From an optimization exercise on the open Yosys and OpenROAD flow, aimed at small area and a short achievable clock period; shortcuts taken in it are not production practice. The RTL was checked by simulation tests, not by an equivalence proof against the original design. No activity file was given, so power comes from the tool's default toggle rates.

**flow/config.mk**
```make
export PLATFORM = sky130hd
export DESIGN_NAME = register_file_sb
export DESIGN_NICKNAME = register_file_sb
export VERILOG_FILES = /design/flow/design.v
export SDC_FILE = /design/flow/constraint.sdc
export NUM_CORES = 4
export LEC_CHECK = 0
export CAP_MARGIN = 20
export CORE_MARGIN = 2
export CORE_UTILIZATION = 30
export PLACE_DENSITY = 0.45
export SLEW_MARGIN = 20
```
**flow/constraint.sdc**
```tcl
create_clock -name core_clock -period 8.0 [get_ports {clk}]
set_input_delay 1.6000 -clock core_clock [delete_from_list [all_inputs] [get_ports {clk}]]
set_output_delay 1.6000 -clock core_clock [all_outputs]
set_load 0.01 [all_outputs]
```
**flow/design.v**
```verilog
`default_nettype none
package regfile_pkg;
  localparam int DEF_DATA_WIDTH = 32;
  localparam int DEF_NUM_REGS   = 32;
  localparam int ZERO_REG       = 0;
endpackage : regfile_pkg
`default_nettype wire
`default_nettype none
module register_file_sb
#(
  parameter int DATA_WIDTH = regfile_pkg::DEF_DATA_WIDTH,
  parameter int NUM_REGS   = regfile_pkg::DEF_NUM_REGS,
  parameter int ADDR_W     = $clog2(NUM_REGS),
  parameter bit BYPASS_EN  = 1'b1
) (
  input  logic                  clk,
  input  logic                  rst,
  input  logic [ADDR_W-1:0]     rs1_addr,
  input  logic [ADDR_W-1:0]     rs2_addr,
  output logic [DATA_WIDTH-1:0] rs1_data,
  output logic [DATA_WIDTH-1:0] rs2_data,
  output logic                  rs1_busy,
  output logic                  rs2_busy,
  input  logic                  iss_en,
  input  logic [ADDR_W-1:0]     iss_rd,
  input  logic                  wb0_en,
  input  logic [ADDR_W-1:0]     wb0_addr,
  input  logic [DATA_WIDTH-1:0] wb0_data,
  input  logic                  wb1_en,
  input  logic [ADDR_W-1:0]     wb1_addr,
  input  logic [DATA_WIDTH-1:0] wb1_data,
  output logic [ADDR_W:0]       busy_count
);
  logic [DATA_WIDTH-1:0] regs_q [NUM_REGS];
  logic [NUM_REGS-1:0]   busy_q;
  logic [ADDR_W:0]       busy_count_q;
  logic [NUM_REGS-1:0] hit0, hit1, set, dec1, dec2;
  always_comb begin
    hit0 = '0;
    hit1 = '0;
    set  = '0;
    dec1 = '0;
    dec2 = '0;
    for (int r = 1; r < NUM_REGS; r++) begin
      hit0[r] = wb0_en && (wb0_addr == ADDR_W'(r));
      hit1[r] = wb1_en && (wb1_addr == ADDR_W'(r));
      set[r]  = iss_en && (iss_rd == ADDR_W'(r));
      dec1[r] = (rs1_addr == ADDR_W'(r));
      dec2[r] = (rs2_addr == ADDR_W'(r));
    end
  end
  always_ff @(posedge clk or posedge rst) begin
    if (rst) begin
      for (int r = 1; r < NUM_REGS; r++) begin
        regs_q[r] <= '0;
      end
    end else begin
      for (int r = 1; r < NUM_REGS; r++) begin
        if (hit1[r]) begin
          regs_q[r] <= wb1_data;
        end else if (hit0[r]) begin
          regs_q[r] <= wb0_data;
        end
      end
    end
  end
  logic [NUM_REGS-1:0] busy_d;
  logic                cnt_inc, cnt_dec0, cnt_dec1;
  logic [ADDR_W:0]     cnt_delta;
  assign busy_d = (busy_q & ~(hit0 | hit1)) | set;
  assign cnt_inc  = |(set & ~busy_q);
  assign cnt_dec0 = |(hit0 & busy_q & ~set);
  assign cnt_dec1 = |(hit1 & ~hit0 & busy_q & ~set);
  always_comb begin
    case ({cnt_inc, cnt_dec0, cnt_dec1})
      3'b100:         cnt_delta = (ADDR_W+1)'(1);
      3'b010, 3'b001,
      3'b111:         cnt_delta = '1;
      3'b011:         cnt_delta = {{ADDR_W{1'b1}}, 1'b0};
      default:        cnt_delta = '0;
    endcase
  end
  always_ff @(posedge clk or posedge rst) begin
    if (rst) begin
      busy_q       <= '0;
      busy_count_q <= '0;
    end else begin
      busy_q       <= busy_d;
      busy_count_q <= busy_count_q + cnt_delta;
    end
  end
  assign busy_count = busy_count_q;
  logic [DATA_WIDTH-1:0] arr1, arr2;
  logic                  byp1_0, byp1_1, byp2_0, byp2_1;
  always_comb begin
    arr1 = '0;
    arr2 = '0;
    for (int r = 1; r < NUM_REGS; r++) begin
      arr1 = arr1 | ({DATA_WIDTH{dec1[r]}} & regs_q[r]);
      arr2 = arr2 | ({DATA_WIDTH{dec2[r]}} & regs_q[r]);
    end
  end
  assign byp1_1 = BYPASS_EN && wb1_en && (wb1_addr == rs1_addr) && (rs1_addr != '0);
  assign byp1_0 = BYPASS_EN && wb0_en && (wb0_addr == rs1_addr) && (rs1_addr != '0);
  assign byp2_1 = BYPASS_EN && wb1_en && (wb1_addr == rs2_addr) && (rs2_addr != '0);
  assign byp2_0 = BYPASS_EN && wb0_en && (wb0_addr == rs2_addr) && (rs2_addr != '0);
  assign rs1_data = byp1_1 ? wb1_data : byp1_0 ? wb0_data : arr1;
  assign rs2_data = byp2_1 ? wb1_data : byp2_0 ? wb0_data : arr2;
  assign rs1_busy = |(dec1 & busy_q) & ~byp1_0 & ~byp1_1;
  assign rs2_busy = |(dec2 & busy_q) & ~byp2_0 & ~byp2_1;
endmodule
`default_nettype wire
```
**flow/run.sh**
```bash
#!/bin/bash
# synth_recipe.tcl (not shown) runs the flow's synth.tcl, then flattens the netlist and writes it again
# the make line also repeats each setting of config.mk as NAME=value (left out here)
make -C /OpenROAD-flow-scripts/flow DESIGN_CONFIG=/design/flow/config.mk WORK_HOME=/design/flow/orfs CLKGATE_MAP_FILE= SYNTH_SCRIPT=/design/flow/synth_recipe.tcl finish
```
==> results.sh <==
export IMPL_status="no timing/DRC/antenna violations"
export IMPL_synth_edf_count=0
export IMPL_final_hold_viol_count=0
export IMPL_drive_above_1_share=0.116
export IMPL_fin_skew_ns=0.0107
export IMPL_cp_max_fo=16
export IMPL_fin_util=0.353
export IMPL_seq_area_frac_synth=0.409
export IMPL_reg2reg_from="busy_q[2]"
export IMPL_netlist_instances=7216
export IMPL_clock_path_buffers=3
export IMPL_nFillCells=21400
export IMPL_slew_violations=0
export IMPL_antenna_found_initial=39
export IMPL_syn2layout_area_growth_pct=17.3
export IMPL_post_route_period_util=0.940
export IMPL_r2r_cells=11
export IMPL_cts_tree="built"
export IMPL_drtAntennaViolNets=0
export IMPL_syn_nets=7317
export IMPL_die_h_um=462
export IMPL_syn_avg_cell_area_um2=8.72
export IMPL_vdd_ir_drop_max_uv=257
export IMPL_rrSetupSlack_ns=4.26
export IMPL_die_w_um=462
export IMPL_synth_seq_cells=1029
export IMPL_worstSetupPathType="in2out"
export IMPL_place_inst=9766
export IMPL_crit_reg2reg_capture="busy_count_q[4]"
export IMPL_finalSetupViolCount=0
export IMPL_syn_area_mm2=0.0629
export IMPL_cts_resized=0
export IMPL_relSlewSlack=0.0975
export IMPL_grt_setup_unrepaired="no"
export IMPL_synthTopCellsByArea="dfrtp_1 (41%), mux2i_1 (16%), a22oi_1 (8.7%)"
export IMPL_clkTransAtPathRegs_ns=0.06
export IMPL_synth_most_common_cell="dfrtp_1"
export IMPL_initial_core_util=0.301
export IMPL_first_global_vias=61800
export IMPL_hp_class="reg2reg"
export IMPL_clkLatencyLatePin_ns=0.85
export IMPL_cts_sinks=1029
export IMPL_min_to="busy_count_q[0]"
export IMPL_yosys_warnings=2
export IMPL_finalWorstSetupSlack_ns=0.477
export IMPL_power_density_mw_per_mm2=251
export IMPL_critPathCaptureType="output port"
export IMPL_port_buffers=165
export IMPL_worstPathRequired_ns=6.40
export IMPL_htreeDepth=4
export IMPL_drc=0
export IMPL_via_count=69200
export IMPL_grt_use_total=0.412
export IMPL_cts_root_buf="clkbuf_16"
export IMPL_dp_final_hpwl_um=286000
export IMPL_cp_arrival_ns=5.92
export IMPL_period_minus_slack_ns=7.52
export IMPL_first_iter_violations=13700
export IMPL_regArea_mm2=0.0257
export IMPL_place_area_mm2=0.0693
export IMPL_maxClockFrequency_mhz=133
export IMPL_synthFlopType="dfrtp_1"
export IMPL_dieArea_mm2=0.213
export IMPL_whs_path_depth=1
export IMPL_whs_ns=0.512
export IMPL_yosys_area_top_type_share=0.409
export IMPL_async_flop_share=1.00
export IMPL_grt_first_pass_wirelength_um=593000
export IMPL_rows=168
export IMPL_gr_total_overflow=0
export IMPL_grt_max_degree=139
export IMPL_ctsHoldBuffers=0
export IMPL_cap_viol_max_count=0
export IMPL_cts_setup_buffers=0
export IMPL_numCtsBuffers=133
export IMPL_tightest_slew_ns=1.35
export IMPL_routed_wirelength_um=454000
export IMPL_yosysTopAreaCell="dfrtp_1"
export IMPL_synth_distinct_cells=74
export IMPL_finalNetCount=7199
export IMPL_ys_top_cells_by_count="dfrtp_1 (1029), mux2i_1 (990), nand2_1 (780)"
export IMPL_firstDrtPassIters=11
export IMPL_cellLeakagePower_nw=30.8
export IMPL_final_cells=10000
export IMPL_core_mm2=0.209
export IMPL_postLayoutCellArea_mm2=0.0738
export IMPL_pin_count=166
export IMPL_multi_input_area_mm2=0.0347
export IMPL_place_ws_ns=0.732
export IMPL_min_from="busy_count_q[0]"
export IMPL_gp_congestion=1.06
export IMPL_worst_setup_path_start_kind="input pin"
export IMPL_viasPerCell=6.90
export IMPL_wl_per_cell_um=45.3
through the flow:
| step | power, mW | TNS (ns) |
|---|---|---|
| CTS | 18.3 | 0 |
| detailed placement | 12.0 | 0 |
| finish | 18.5 | 0 |
| floorplan | 9.82 | -8009.60 |
| global placement | 12.0 | 0 |
| global route | 19.0 | 0 |
state kept, by name, summed over array words and instances (netlist names):
register      count
busy_q           31
busy_count_q      6
regs_q          992
power by group:
group	switching (mW)	internal [mW]
Clock	2.77	3.54
Sequential	1.94	6.60
Combinational	2.14	1.55
worst max-delay path, stage by stage:
cell and delay, ns:
buf_2 0.40, buf_4 0.39, nand2_1 0.50, nor2_4 1.15
a22oi_1 0.23, nand4_1 0.15, nor4_1 0.07, a21oi_1 0.69
clkdlybuf4s50_1 0.69
layout make-up:
cell class              instances  area share
multi-input cells            5328       0.470
flip-flops and latches       1029       0.349
repair buffers                591      0.0722
clock buffers                 188      0.0516
well taps                    2805      0.0476
clock inverters                47     0.00743
diodes                         35     0.00119
inverters                      15    0.000814
cells in the final DEF (no fill, tap or decap), types with 15 or more instances in the layout:
cell,count
dfrtp_1,1029
clkbuf_8,23
o22ai_1,90
nor2_4,85
mux2_2,22
nand2b_1,18
nand3_1,89
buf_4,388
clkinv_2,24
o21ai_0,485
diode_2,35
nor2_1,605
mux2i_1,990
clkbuf_1,30
a22oi_1,731
clkdlybuf4s50_1,155
a2111oi_0,35
and3_1,101
a31oi_1,76
nor3_1,83
a21oi_1,596
clkbuf_16,135
a22o_1,58
nand4_1,122
buf_12,38
a221oi_1,35
nand2_4,17
and4_1,15
nor4_1,51
nand2_1,760
routing by layer:
metal	track usage	wire length (µm)
met5	0.00973	517
met4	0.274	37300
met3	0.174	66300
met2	0.561	178000
met1	0.525	172000
how the worst max path moves through the flow:
stage | end | slack [ns] | from
after floorplan | busy_count_q[0] | -7.78 | rst
after global placement | rs2_data[17] | 0.77 | rs2_addr[3]
after detailed placement | rs2_data[17] | 0.73 | rs2_addr[3]
after CTS | rs2_data[17] | 0.74 | rs2_addr[3]
after global routing | rs2_data[23] | 0.61 | rs2_addr[2]
final | rs2_data[5] | 0.48 | rs2_addr[1]
logic make-up after synthesis:
group	after synthesis	share of synthesized area
XOR/XNOR	22	0.00306
adder cells (fa/ha/maj)	7	0.00163
buffers and inverters	859	0.0544
flip-flops	1029	0.409
multiplexers	1012	0.161
AO/OA/AOI/OAI	2196	0.220
AND/OR/NAND/NOR	2091	0.151

[re-timing with driven ports]
No port has a modelled driver above. Below, the same layout with a new extraction and two added sets of constraints. Step 1 assumes that a clkbuf_16 drives the clock port and a buf_2 every other input. Step 2 adds t to the input delays and takes it off the output delays; t is the mean of the earliest and latest rising clock arrival at the registers after step 1. Input paths then give back, and output paths get back, about the clock's delay inside the block. a / b / c = no drivers / after step 1 / after step 2; a / b = the first two.
shift t [ns]: 0.934
setup WS [ns]: 0.477 / 0.421 / 0.421
worst register clock-pin slew, ns: 0.07 / 0.07
worst slew at a driven data input, ns: 0.14
After both steps this run still meets setup and hold. For this run, drivers alone change the setup slack by -0.056 ns; drivers and shift together by -0.056 ns.
